This is an optimization exercise on Yosys and OpenROAD, whose aim is small area, a short achievable clock period and few clock cycles per item, not a production implementation. The RTL was checked by simulation tests, not by an equivalence proof against the original design.

## flow/design.v (module list and top-level ports; edited modules follow where they fit)
// module go_to_pose_controller: 7921 lines
module go_to_pose_controller #(
  parameter int unsigned CORDIC_STEPS = 16
) (
  input  logic        clk_i,
  input  logic        rst_ni,
  input  logic        in_valid_i,
  output logic        in_stall_o,
  input  logic [103:0] in_data_i,
  output logic        out_valid_o,
  input  logic        out_stall_i,
  output logic [33:0]  out_data_o,
  input  logic        cfg_we_i,
  input  logic [2:0]  cfg_idx_i,
  input  logic [30:0] cfg_data_i
);
  // ...
==> flow/flow/run.sh <==
#!/bin/bash
# The standard layout (standard.sh) with two changes: ABC maps the logic for the
# shortest delay (flow/abc_speed.script) instead of ORFS's default speed script, and
# repair_timing aims for 7.5 ns of setup slack on the worst endpoints (TNS_END_PERCENT 10).
# Registers, floorplan, power grid, placement, CTS and routing are the standard flow's.
set -euo pipefail
rm -rf scripts_fast
cp -r "$FLOW_HOME/scripts" scripts_fast
cp flow/abc_speed.script scripts_fast/abc_speed.script
bash standard.sh SCRIPTS_DIR="$PWD/scripts_fast" SETUP_SLACK_MARGIN=7.5 TNS_END_PERCENT=10 finish > flow_make.log 2>&1
==> flow/flow/abc_speed.script <==
&get -n
&st
&dch -f
&nf -p
&put
buffer -c
topo
stime -c
upsize -c
dnsize -c
==> flow/standard.sh <==
#!/bin/bash
# synth_recipe.tcl (not shown) runs the flow's synth.tcl, then flattens the netlist and writes it again
# the make line also repeats each setting of config.mk as NAME=value (left out here)
make -C /OpenROAD-flow-scripts/flow DESIGN_CONFIG=/design/flow/config.mk WORK_HOME=/design/flow/orfs CLKGATE_MAP_FILE= SYNTH_SCRIPT=/design/flow/synth_recipe.tcl "${@:-finish}"
==> flow/config.mk <==
export PLATFORM = sky130hd
export DESIGN_NAME = go_to_pose_controller
export DESIGN_NICKNAME = go_to_pose_controller
export VERILOG_FILES = /design/flow/design.v
export SDC_FILE = /design/flow/constraint.sdc
export NUM_CORES = 4
export LEC_CHECK = 0
export CAP_MARGIN = 20
export CORE_MARGIN = 2
export CORE_UTILIZATION = 55
export SLEW_MARGIN = 20
export SYNTH_MEMORY_MAX_BITS = 32768
==> flow/constraint.sdc <==
create_clock -name core_clock -period 12.0 [get_ports {clk_i}]
set_input_delay 2.4000 -clock core_clock [delete_from_list [all_inputs] [get_ports {clk_i}]]
set_output_delay 2.4000 -clock core_clock [all_outputs]
set_load 0.01 [all_outputs]
==> run summary, run 1 <==
* Fill count at approximately 48000
* Hold Crit Class: reg2reg
* RePlAce Congestion at around 0.94
* GR Util met2 at approximately half
* DR WL met2 at 400200 um
* Share of synthesized registers carrying an async set or reset at under 10%
* Util after Layout at between 60% and 70%
* Routed WL at roughly 870000 um
* Crit path max fanout at 1
* Share of cells above drive strength 1 at about 7.3%
* Fraction of area in multi-input gates at around 56%
* Finished Cell Area at roughly 340000 sq um
* Placement Cell Area at between 300000 and 400000 sq um
* Final Hold Fails at 0
* Post-Syn Instances at ~32000
* Worst-case reg-to-reg path depth at 14
* CTS Hold Buffers Added at 0
* Worst Setup EP: out_data_o[3]
* Outcome: timing/DRC/antenna clean
* Final worst slack at ~7.3 ns
* Synth warnings at 1
* Critical path, cell by cell: clkdlybuf4s50_1
* Avg Cell Area, Syn at about 9.7 sq um
* CTS tree: yes
* Number of flip-flops under the largest register name at ~700
* Mapped cell area at about 310000 sq um
Testbench counts, summed over its fixed seeds: cycles 1,448, items 1,280.
==> inputs of run 2 (changes only) <==
==> flow/flow/run.sh (replaced) <==
#!/bin/bash
# The standard layout (standard.sh) with two changes: ABC maps the logic for the
# shortest delay (flow/abc_speed.script) instead of ORFS's default speed script, and
# repair_timing aims for 8.5 ns of setup slack on the worst endpoints (TNS_END_PERCENT 10).
# Registers, floorplan, power grid, placement, CTS and routing are the standard flow's.
set -euo pipefail
rm -rf scripts_fast
cp -r "$FLOW_HOME/scripts" scripts_fast
cp flow/abc_speed.script scripts_fast/abc_speed.script
bash standard.sh SCRIPTS_DIR="$PWD/scripts_fast" SETUP_SLACK_MARGIN=8.5 TNS_END_PERCENT=10 finish > flow_make.log 2>&1
==> run summary, run 2 <==
* Grt ovf at 0
* Post-DP HPWL at 666800 um
* Crit path capture type: flop
* GRT met1 Usage at between 40% and 50%
* Post-Syn Instances at 31545 (unchanged)
* Unrepaired setup endpoints after global routing: true
* CTS Buffer Depth at 4
* Leading cell type in the layout, fill and taps excluded: dfxtp_1
* Largest registers: fifo_q x714, t2a_20 x51, t2b_20 x50
* Synth-to-layout area growth at 15.13%
* Cts bufs inserted at between 500 and 600
* Post-synth EDFFs at between 700 and 800
* CP startpoint kind: flop
* CTS Root Cell: clkbuf_16
* Util after Layout at 63.46% (+2.5 points)
* Met3 usage at 4.044%
* Worst-Margin Slew at ~1.1 ns
* Finished Cell Area at 352700 sq um (+4.1%)
* Ys flop type: dfxtp_1
* Initial antenna violation count at 63
* Crit Path Class: reg2reg
* Port bufs at between 150 and 200
* Crit path max fanout at 17 (+16)
* First-pass GRT wire length at 1331000 um
* DRT Pass-1 Iters at 7
* FMAX at around 220 MHz
* Clk_skew at 0.08421 ns
* GR Util met2 at 50.23% (+1.0 points)
* Die W at ~750 um
* Commonest non-fill, non-tap cells in the layout: 3774 x dfxtp_1, 3063 x xor2_1, 2696 x ha_1
* Max-cap viol count at 0
* Antenna-violating nets left at 0
* Max Slew Vio Count at 0
* Mapped cell area at 306300 sq um (unchanged)
* Avg Cell Area, Syn at 9.710 sq um (unchanged)
* Final period utilization at a little under two fifths
* Syn_nets at between 30000 and 40000
* CTS Hold Buffers Added at 0 (unchanged)
* Row Count at 274
* Worst-Skew Late Latency at roughly 1.1 ns
* Vias per Instance at approximately 5.7
* Max-Slew Margin vs Limit at a little under a quarter
* Die ar. at roughly 560000 sq um
* Final min period at 4.578 ns
* Outcome: timing/DRC/antenna clean
* Hold Crit Class: reg2reg
* IO Pins at 179
* Core ar. at between 500000 and 600000 sq um
* CTS HTree Levels at 6
* Yosys top cell by area: dfxtp_1
* Largest net degree at the start of global routing at between 100 and 150
* Setup violators final at 0
* Seq/Total Area, Yosys at about a third
* Vias in the first global route at around 230k
* Hold wc startpoint: y_dv_11[6]$_DFF_P_
* Placement Cell Area at 316500 sq um (+0.38%)
* Largest Register: fifo_q
* Most Crowded Layer GR: met2
* Initial Util at 55.12%
* Share of cells above drive strength 1 at 12.25% (+5.0 points)
* Vias at ~230k
* Final Hold Fails at 0 (unchanged)
* Critical path data arrival time at about 5.5 ns
* Synth cell types at just over 100
* Placed Instances at 38288
* Die height at 750.3 um
* Share of synthesized registers carrying an async set or reset at 4.044% (unchanged)
* Count leader, synth: dfxtp_1
* CTS clk-pin slew, worst paths at about 0.060 ns
* Synth warnings at 1 (unchanged)
* RePlAce Congestion at 0.9405 (-0.27%)
* Wire length per cell at about 22 um
* Synth top area share at around 26%
* DRC viols at 0
* Initial DRC count at ~17000
* Worst r2r src: qz_1[7]$_DFF_P_
* Req. time, crit path at between 10 and 15 ns
* CTS tree: yes
* Routed WL at 904000 um (+3.6%)
* Post-layout nets at 36697
* Crit path from: qz_1[7]$_DFF_P_
* CTS sink cnt at ~4800
* Synth top area cells: dfxtp_1 26%, ha_1 11%, fa_1 9.4%
* Synth top cells by count: 3903 x dfxtp_1, 3094 x xor2_1, 2811 x ha_1
* Setup TNS Final at 0 ns
* Layout Cells excl Fill at 40238
* Synthesis-stage register bit count at 4847
* Number of flip-flops under the largest register name at 714 (unchanged)
* Total track usage at between 30% and 40%
==> run 2: cell counts after synthesis <==
No cell type changed its count.
==> run 2: cell type report <==
cell class / instances / area, sq um
Timing Repair Buffer: 1311 / 13370
Tap cell: 7452 / 9324
Multi-Input combinational cell: 23585 / 197900
Sequential cell: 4847 / 105900
Antenna cell: 45 / 112.6
Clock buffer: 701 / 14700
Inverter: 2023 / 7891
Clock inverter: 270 / 3417
Fill cell: 46252 / 203100
Timing Repair inverter: 4 / 42.54
==> run 2: logic make-up after synthesis <==
logic type | Yosys count | share of synthesized area (%)
AOI/OAI and AO/OA | 7098 | 13.88
and+or+nand+nor | 6562 | 9.852
xor gates and xnor gates | 5266 | 15.06
DFF | 4847 | 34.47
adders and majority gates | 4249 | 20.88
buffers and inverters | 3155 | 3.888
muxes | 368 | 1.967
==> run 2: metal layers <==
layer  share of wire, %  up-vias
met5              0.022        -
li1                   -   110020
met4                4.7       10
met3                6.4     1996
met2                 46     7505
met1                 42   111289
==> run 2: through the flow <==
| step | setup WS (ns) | hold WS [ns] |
|---|---|---|
| 6_report | 7.422 | 0.3064 |
| 3_5_place_dp | 5.739 | 0.3121 |
| 2_1_floorplan | 7.581 | 0.3096 |
| 5_1_grt | 7.323 | 0.3174 |
| 3_3_place_gp | 5.739 | 0.3097 |
| 4_1_cts | 7.408 | 0.3108 |
==> run 2: critical path, cell delays in order (launching register included) <==
cell and delay, ns:
dfxtp_4 0.37, buf_12 0.16, ha_4 0.41, a22oi_1 0.15
xnor2_1 0.25, fa_2 0.49, fa_2 0.62, inv_2 0.06
fa_2 0.53, inv_1 0.05, fa_1 0.35, inv_1 0.07
fa_1 0.41, inv_1 0.08, fa_2 0.42
==> run 2: worst paths after layout <==
| check | endpoint | slack (ns) | depth (start not counted) |
|---|---|---|---|
| worst min-delay path | y_dv_12[6]$_DFF_P_ | 0.31 | 0 |
| worst max register to register | p1b_2[14]$_DFF_P_ | 7.42 | 14 |
| min in group asynchronous | vld[6]$_DFF_PN0_ | 1.36 | 1 |
| worst min register to register | y_dv_12[6]$_DFF_P_ | 0.31 | 0 |
| worst max-delay path | p1b_2[14]$_DFF_P_ | 7.42 | 14 |
| max in group asynchronous | turn_gain_q[6]$_DFFE_PN0P_ | 8.69 | 3 |
==> run 2: what timing repair did <==
action	4_1_cts	5_1_grt
pin swaps	121	635
endpoints found under the hold margin	0	0
setup endpoints to repair	1875	2119
cloned	36	83
resized for setup	416	1627
buffers inserted	137	678
==> inputs of run 3 (changes only) <==
==> flow/flow/run.sh (replaced) <==
#!/bin/bash
# The standard layout (standard.sh) with three changes: ABC maps the logic for the
# shortest delay (flow/abc_speed.script) instead of ORFS's default speed script;
# repair_timing aims for 8 ns of setup slack on the worst endpoints (TNS_END_PERCENT 10);
# and the buffers that buffer_ports puts on every input and output port are buf_4
# instead of the slow default delay buffer.
# Registers, floorplan, power grid, placement, CTS and routing are otherwise the standard flow's.
set -euo pipefail
rm -rf scripts_fast
cp -r "$FLOW_HOME/scripts" scripts_fast
cp flow/abc_speed.script scripts_fast/abc_speed.script
bash standard.sh SCRIPTS_DIR="$PWD/scripts_fast" SETUP_SLACK_MARGIN=8 TNS_END_PERCENT=10 \
  BUFFER_PORTS_ARGS="-buffer_cell sky130_fd_sc_hd__buf_4" finish > flow_make.log 2>&1
==> run summary, run 3 <==
* Vias in the first global route at 225750 (-0.47%)
* Worst-case reg-to-reg path depth at 13 (-1)
* Avg Cell Area, Syn at 9.710 sq um (unchanged)
* Fill count at 47406 (+2.5%)
* Synth top area cells: dfxtp_1 26%, ha_1 11%, fa_1 9.4%
* Final Hold Fails at 0 (unchanged)
* Port bufs at 178 (unchanged)
* Clk_skew at 0.06866 ns (-0.01555 ns)
* Vias at 227001 (-1.7%)
* Hold Path End: sqd_7[1]$_DFF_P_
* Final period utilization at 38.54% (+0.39 points)
* Grt ovf at 0 (unchanged)
* Post-Syn Instances at 31545 (unchanged)
* Vias per Instance at 5.727 (-0.16%)
* Share of synthesized registers carrying an async set or reset at 4.044% (unchanged)
* Setup violators final at 0 (unchanged)
* Final min period at 4.625 ns (+0.04692 ns)
* Synthesis-stage register bit count at 4847 (unchanged)
* Hold wc startpoint: sqd_6[1]$_DFF_P_
* Post-synth EDFFs at 748 (unchanged)
* Crit path capture type: flop
* CTS HTree Levels at 6 (unchanged)
* Crit path from: qw_1[10]$_DFF_P_
* Largest registers: fifo_q x714, t2a_20 x51, t2b_20 x50
* Multi-input logic area at 193300 sq um (-2.3%)
* Hold Crit Class: reg2reg
* Cts bufs inserted at 535 (+0.38%)
* Outcome: timing/DRC/antenna clean
* IO Pins at 179 (unchanged)
* CTS tree: yes
* Initial antenna violation count at 48 (-24%)
* Routed WL at 877700 um (-2.9%)
* Post-layout nets at 36091 (-1.7%)
* Syn_nets at 35937 (unchanged)
* Seq/Total Area, Yosys at 34.47% (unchanged)
* Unrepaired setup endpoints after global routing: true
* DRT Pass-1 Iters at 7 (unchanged)
* Initial DRC count at 16463 (-1.9%)
* Seq. cell area at 105800 sq um (-0.10%)
* Synth top area share at 25.51% (unchanged)
* Hold Path Depth at 0 (unchanged)
* Place WS at 5.729 ns (-0.009210 ns)
* Die height at 750.3 um (unchanged)
* Synth top cells by count: 3903 x dfxtp_1, 3094 x xor2_1, 2811 x ha_1
* Number of flip-flops under the largest register name at 714 (unchanged)
* Final worst slack at 7.375 ns (-0.04692 ns)
* Row Count at 274 (unchanged)
* Max Slew Vio Count at 0 (unchanged)
* First-pass GRT wire length at 1330000 um (about the same)
* Synth-to-layout area growth at 11.55%
* Crit Path Class: reg2reg
* Total track usage at 30.12% (-0.11 points)
* Util after Layout at 61.48% (-2.0 points)
* Largest net degree at the start of global routing at 133 (+30%)
* Yosys top cell by area: dfxtp_1
* Share of cells above drive strength 1 at 9.081% (-3.2 points)
* Post-DP HPWL at 668200 um (+0.21%)
* Synth warnings at 1 (unchanged)
* Max-Slew Margin vs Limit at 16.09% (-7.2 points)
* CTS sink cnt at 4847 (unchanged)
* Initial Util at 55.12% (unchanged)
* Worst-Skew Late Latency at 1.09 ns (about the same)
* R2R setup slack at 7.37 ns (-0.05 ns)
* Count leader, synth: dfxtp_1
* Core ar. at 555700 sq um (unchanged)
* CTS clk-pin slew, worst paths at 0.07 ns (about the same)
* Max-cap viol count at 0 (unchanged)
* CTS Hold Buffers Added at 0 (unchanged)
* Die W at 750.3 um (unchanged)
* Worst-Margin Slew at 1.257 ns (+0.1141 ns)
* Wire length per cell at 22.14 um (-1.4%)
* Mapped cell area at 306300 sq um (unchanged)
* Synth cell types at 103 (unchanged)
* Antenna-violating nets left at 0 (unchanged)
* Largest Register: fifo_q
* Critical path data arrival time at 5.58 ns (+0.06 ns)
* CP startpoint kind: flop
* Reg-to-Reg End: p1b_2[15]$_DFF_P_
* CTS Root Cell: clkbuf_16
* CTS Buffer Depth at 4 (unchanged)
* Setup TNS Final at 0 ns (unchanged)
* RePlAce Congestion at 0.9418 (+0.14%)
* Worst r2r src: qw_1[10]$_DFF_P_
* Crit path max fanout at 16 (-1)
* Req. time, crit path at 12.96 ns (+0.02 ns)
* Leading cell type in the layout, fill and taps excluded: dfxtp_1
* Ys flop type: dfxtp_1
* Die ar. at 562900 sq um (unchanged)
* DRC viols at 0 (unchanged)
* Commonest non-fill, non-tap cells in the layout: 3805 x dfxtp_1, 3078 x xor2_1, 2739 x ha_1
* FMAX at 216.2 MHz (-1.0%)
[run 3: how the worst max path moves through the flow]
stage	to	slack [ns]	cells past startpoint
CTS	p1b_2[15]$_DFF_P_	7.41	17
detailed placement	fifo_q[1][12]$_DFFE_PP_	5.73	21
global placement	fifo_q[12][10]$_DFFE_PP_	5.78	21
floorplan	dy_1[19]$_DFF_P_	7.58	14
finish	p1b_2[15]$_DFF_P_	7.37	13
global route	p1b_2[13]$_DFF_P_	7.26	16
[run 3: what timing repair did]
action                                  in CTS  in global routing
gates resized for setup                    384                608
pin swaps                                  103                189
setup buffers                              132                192
endpoints found under the setup margin    1118               1421
hold endpoints to repair                     0                  0
cloned                                      27                 22
[run 3: layout make-up]
cell class	instances	area share, %
multi-input cells	23574	56.59
clock inverters	265	1.042
repair buffers	717	2.017
clock buffers	707	4.349
flip-flops and latches	4847	30.97
well taps	7452	2.729
repair inverters	1	0.002563
diodes	51	0.03735
inverters	2023	2.272
[run 3: kinds of logic (layout without fill, tap and decap cells)]
group / count (synthesis) / after routing / synth area share [%]
fa+ha+maj: 4249 / 4249 / 20.88
other cells: 0 / 51 / 0
mux: 368 / 368 / 1.967
buf+inv: 3155 / 3713 / 3.888
xor+xnor: 5266 / 5266 / 15.06
simple gates: 6562 / 6591 / 9.852
flops: 4847 / 4847 / 34.47
compound gates: 7098 / 7100 / 13.88
[run 3: through the flow]
stage	instance area [sq um]	hold slack, ns	cells
2_1_floorplan	307200	0.3096	31545
3_3_place_gp	315200	0.3096	38238
3_5_place_dp	315300	0.3121	38241
4_1_cts	336900	0.3032	39372
5_1_grt	341600	0.3027	39617
6_report	341700	0.2976	39637
[run 3: per-layer routing]
layer	wire length, um	part of all wire, %	GRT usage [%]	up-vias
met5	421	0.048	0	-
li1	-	-	-	108849
met4	31460	3.6	10.12	10
met2	397600	45	48.65	7199
met3	58350	6.6	4.487	1662
met1	389900	44	41.44	109281
[run 3: worst max-delay path, stage by stage, from the launching register on]
cell,delay (ns)
dfxtp_1,0.88
a22oi_1,0.23
xnor2_1,0.21
fa_1,0.57
inv_1,0.07
fa_1,0.48
inv_1,0.06
fa_2,0.55
inv_1,0.07
fa_2,0.32
inv_1,0.10
fa_1,0.45
inv_1,0.11
fa_2,0.43
==> inputs of run 4 (changes only) <==
==> flow/flow/run.sh (replaced) <==
#!/bin/bash
# The standard layout (standard.sh) with three changes: ABC maps the logic for the
# shortest delay (flow/abc_speed.script) instead of ORFS's default speed script;
# repair_timing aims for 7.5 ns of setup slack on the worst endpoints (TNS_END_PERCENT 5);
# and the buffers that buffer_ports puts on every input and output port are buf_4
# instead of the slow default delay buffer.
# Registers, floorplan, power grid, placement, CTS and routing are otherwise the standard flow's.
set -euo pipefail
rm -rf scripts_fast
cp -r "$FLOW_HOME/scripts" scripts_fast
cp flow/abc_speed.script scripts_fast/abc_speed.script
bash standard.sh SCRIPTS_DIR="$PWD/scripts_fast" SETUP_SLACK_MARGIN=7.5 TNS_END_PERCENT=5 \
  BUFFER_PORTS_ARGS="-buffer_cell sky130_fd_sc_hd__buf_4" finish > flow_make.log 2>&1
==> run summary, run 4 <==
* Share of synthesized registers carrying an async set or reset at 4.044% (unchanged)
* Post-synthesis xor/xnor area fraction at 15.06% (unchanged)
* WP buf/inv at 5 (unchanged)
* Synth top area share at 25.51% (unchanged)
* Crit path top cell by count: fa_1
* Crit path capture type: flop
* Synth top cells by count: 3903 x dfxtp_1, 3094 x xor2_1, 2811 x ha_1
* Synth cell types at 103 (unchanged)
* Family with the most delay on the worst path: adder cells
* CTS Buffer Depth at 4 (unchanged)
* RePlAce Congestion at 0.9544 (+1.3%)
* Place WS at 5.800 ns (+0.07024 ns)
* Post-synth EDFFs at 748 (unchanged)
* Largest registers: fifo_q x714, t2a_20 x51, t2b_20 x50
* FMAX at 212.4 MHz (-1.8%)
* Count leader, synth: dfxtp_1
* Post-Syn Instances at 31545 (unchanged)
* CTS HTree Levels at 6 (unchanged)
* Syn_nets at 35937 (unchanged)
* Vias per Instance at 5.736 (+0.16%)
* Routed WL at 881100 um (+0.39%)
* Worst-Skew Late Latency at 1.08 ns (about the same)
* CTS Root Cell: clkbuf_16
* Layout Cells excl Fill at 39462 (-0.44%)
* Worst-Margin Slew at 1.199 ns (-0.05805 ns)
* Post-layout nets at 35922 (-0.47%)
* Post-synthesis mux area share at 1.967% (unchanged)
* Commonest non-fill, non-tap cells in the layout: 3832 x dfxtp_1, 3083 x xor2_1, 2788 x ha_1
* CTS tree: yes
* R2R setup slack at 7.29 ns (-0.08 ns)
* Avg Cell Area, Syn at 9.710 sq um (unchanged)
* Final worst slack at 7.292 ns (-0.08287 ns)
* Placed Instances at 38284 (+0.11%)
* Die height at 750.3 um (unchanged)
* Ys flop type: dfxtp_1
* Initial DRC count at 17662 (+7.3%)
* Yosys top cell by area: dfxtp_1
* Crit Path Class: reg2reg
* Seq/Total Area, Yosys at 34.47% (unchanged)
* Leading cell type in the layout, fill and taps excluded: dfxtp_1
* Synth top area cells: dfxtp_1 26%, ha_1 11%, fa_1 9.4%
* Hold wc startpoint: y_xn_11$_DFF_P_
* Vias at 226354 (-0.29%)
* Largest Register: fifo_q
* IO Pins at 179 (unchanged)
* CTS sink cnt at 4847 (unchanged)
* CTS Hold Buffers Added at 0 (unchanged)
* Synth-to-layout area growth at 10.05%
* Antenna-violating nets left at 0 (unchanged)
* Simple-Gate Fraction of Synth Area at 9.852% (unchanged)
* Vias in the first global route at 224913 (-0.37%)
* Crit path max fanout at 36 (+20)
* Synthesis-stage register bit count at 4847 (unchanged)
* Number of flip-flops under the largest register name at 714 (unchanged)
* Reg-to-Reg End: p1b_2[16]$_DFF_P_
* Setup TNS Final at 0 ns (unchanged)
* Core ar. at 555700 sq um (unchanged)
* Row Count at 274 (unchanged)
* Hold Path End: y_xn_12$_DFF_P_
* Final min period at 4.708 ns (+0.08287 ns)
* CP startpoint kind: flop
* Grt ovf at 0 (unchanged)
* First-pass GRT wire length at 1337000 um (+0.55%)
* Adder-Cell Fraction of Synth Area at 20.88% (unchanged)
* Cts bufs inserted at 543 (+1.5%)
* Synth warnings at 1 (unchanged)
* Mapped cell area at 306300 sq um (unchanged)
* Unrepaired setup endpoints after global routing: true
* Max-cap viol count at 0 (unchanged)
* Die ar. at 562900 sq um (unchanged)
* Post-DP HPWL at 665500 um (-0.41%)
* Area fraction in compound gates after synthesis at 13.88% (unchanged)
* Final Hold Fails at 0 (unchanged)
* Max Slew Vio Count at 0 (unchanged)
* Worst r2r src: qy_1[1]$_DFF_P_
* Initial antenna violation count at 46 (-4.2%)
* Port bufs at 178 (unchanged)
* Cell with the largest stage delay on the worst path: ha_2
* Total track usage at 30.34% (+0.22 points)
* Critical path, cell by cell: buf_12, ha_2, a22oi_1, xnor2_1, fa_1, fa_1, inv_1, fa_1, inv_1, fa_1, inv_1, fa_2, inv_1, fa_1
* Final period utilization at 39.23% (+0.69 points)
* DRC viols at 0 (unchanged)
* Critical Path Max Stage Delay at 0.67 ns (-0.21 ns)
* Worst-case reg-to-reg path depth at 14 (+1)
* Outcome: timing/DRC/antenna clean
* Wire length per cell at 22.33 um (+0.83%)
* Die W at 750.3 um (unchanged)
* Setup violators final at 0 (unchanged)
* Req. time, crit path at 12.95 ns (about the same)
* CTS clk-pin slew, worst paths at 0.06 ns (about the same)
* Main combinational cell family by area after synthesis: adder cells
* Clk_skew at 0.07257 ns (+0.003908 ns)
* Hold Path Depth at 0 (unchanged)
* Hold Crit Class: reg2reg
* DRT Pass-1 Iters at 8 (+1)
* Largest net degree at the start of global routing at 109 (-18%)
* Critical path data arrival time at 5.65 ns (+0.07 ns)
* Share of cells above drive strength 1 at 7.361% (-1.7 points)
* Initial Util at 55.12% (unchanged)
* Max-Slew Margin vs Limit at 19.94% (+3.9 points)
run 4: cell counts after synthesis:
No cell type changed its count.
run 4: cells by family after synthesis:
| kind of cell | after synthesis |
|---|---|
| compound gates | 7098 |
| flops | 4847 |
| mux | 368 |
| simple gates | 6562 |
| xor+xnor | 5266 |
| fa+ha+maj | 4249 |
| buf+inv | 3155 |
run 4: worst max path at each step:
| stage | from | endpoint | slack, ns | depth (start not counted) |
|---|---|---|---|---|
| floorplan | qz_1[13]$_DFF_P_ | p1b_2[17]$_DFF_P_ | 7.25 | 17 |
| global placement | t2a_20[4]$_DFF_P_ | fifo_q[14][12]$_DFFE_PP_ | 5.89 | 22 |
| detailed placement | t2a_20[4]$_DFF_P_ | fifo_q[15][12]$_DFFE_PP_ | 5.80 | 22 |
| CTS | y_dd_6$_DFF_P_ | y_y_7[34]$_DFF_P_ | 7.18 | 14 |
| global route | t2a_20[19]$_DFF_P_ | fifo_q[1][11]$_DFFE_PP_ | 6.99 | 18 |
| finish | qy_1[1]$_DFF_P_ | p1b_2[16]$_DFF_P_ | 7.29 | 14 |
run 4: final cells by class:
type	instances	area, sq um
Multi-Input combinational cell	23560	190600
Timing Repair Buffer	555	4846
Sequential cell	4847	105700
Clock buffer	706	15150
Antenna cell	32	80.08
Fill cell	47874	218700
Inverter	2023	7670
Clock inverter	287	3660
Tap cell	7452	9324
run 4: per-stage QoR:
| step | utilization [%] | cell area [sq um] | hold WS [ns] |
|---|---|---|---|
| floorplan | - | 306300 | 0.3096 |
| global placement | 56.67 | 314900 | 0.3098 |
| detailed placement | 56.67 | 314900 | 0.3121 |
| CTS | 60.27 | 334900 | 0.2707 |
| global route | 60.64 | 337000 | 0.2703 |
| finish | 60.65 | 337100 | 0.2755 |
run 4: what timing repair did:
item | CTS | global route
setup endpoints to repair | 624 | 836
endpoints found under the hold margin | 0 | 0
resized for setup | 172 | 267
cloned | 10 | 16
pin swaps | 21 | 48
setup buffers | 39 | 88
run 4: worst reg2reg max path, cell delays in order, from the launching register on:
cell	delay [ns]
dfxtp_2	0.32
buf_12	0.17
ha_2	0.70
a22oi_1	0.21
xnor2_1	0.21
fa_1	0.48
fa_1	0.54
inv_1	0.05
fa_1	0.51
inv_1	0.05
fa_1	0.35
inv_1	0.09
fa_2	0.43
inv_1	0.07
fa_1	0.40
run 4: metal layers:
metal / GRT usage [%] / share of wire [%] / up-vias
met5: 0 / 0.014 / -
li1: - / - / 108321
met1: 43.21 / 46 / 109114
met2: 47.55 / 44 / 7385
met4: 9.184 / 3.4 / 18
met3: 4.789 / 7.1 / 1516

port drivers added, routing unchanged:
The results above use ideal ports. As a check the final layouts listed here were re-extracted and re-timed, cells and wires unchanged. Step 1 sets driving cells, clkbuf_16 on the clock port and buf_2 on the other inputs (assumed; they add their load-dependent delay and slew). Step 2, shift: input delay + t, output delay - t, t = (earliest + latest rising clock arrival at the registers) / 2. This alone moves slack from input paths to output paths. a / b / c = no drivers / after step 1 / after step 2; a / b = the first two.
| run | shift t [ns] | setup WS [ns] | hold slack, ns | clock arrival spread, ns |
|---|---|---|---|---|
| run 1 | 1.209 | 7.317 / 7.176 / 6.363 | 0.319 / 0.319 / 0.319 | 0.060 / 0.060 |
| run 2 | 1.194 | 7.422 / 7.422 / 6.521 | 0.306 / 0.306 / 0.306 | 0.095 / 0.096 |
| run 3 | 1.184 | 7.375 / 7.375 / 7.023 | 0.298 / 0.298 / 0.298 | 0.070 / 0.070 |
| run 4 | 1.186 | 7.292 / 7.292 / 6.562 | 0.275 / 0.275 / 0.275 | 0.086 / 0.086 |
After both steps setup and hold are still met in every run listed. For run 1, which loses most, drivers alone change the setup slack by -0.141 ns; drivers and shift together by -0.954 ns.
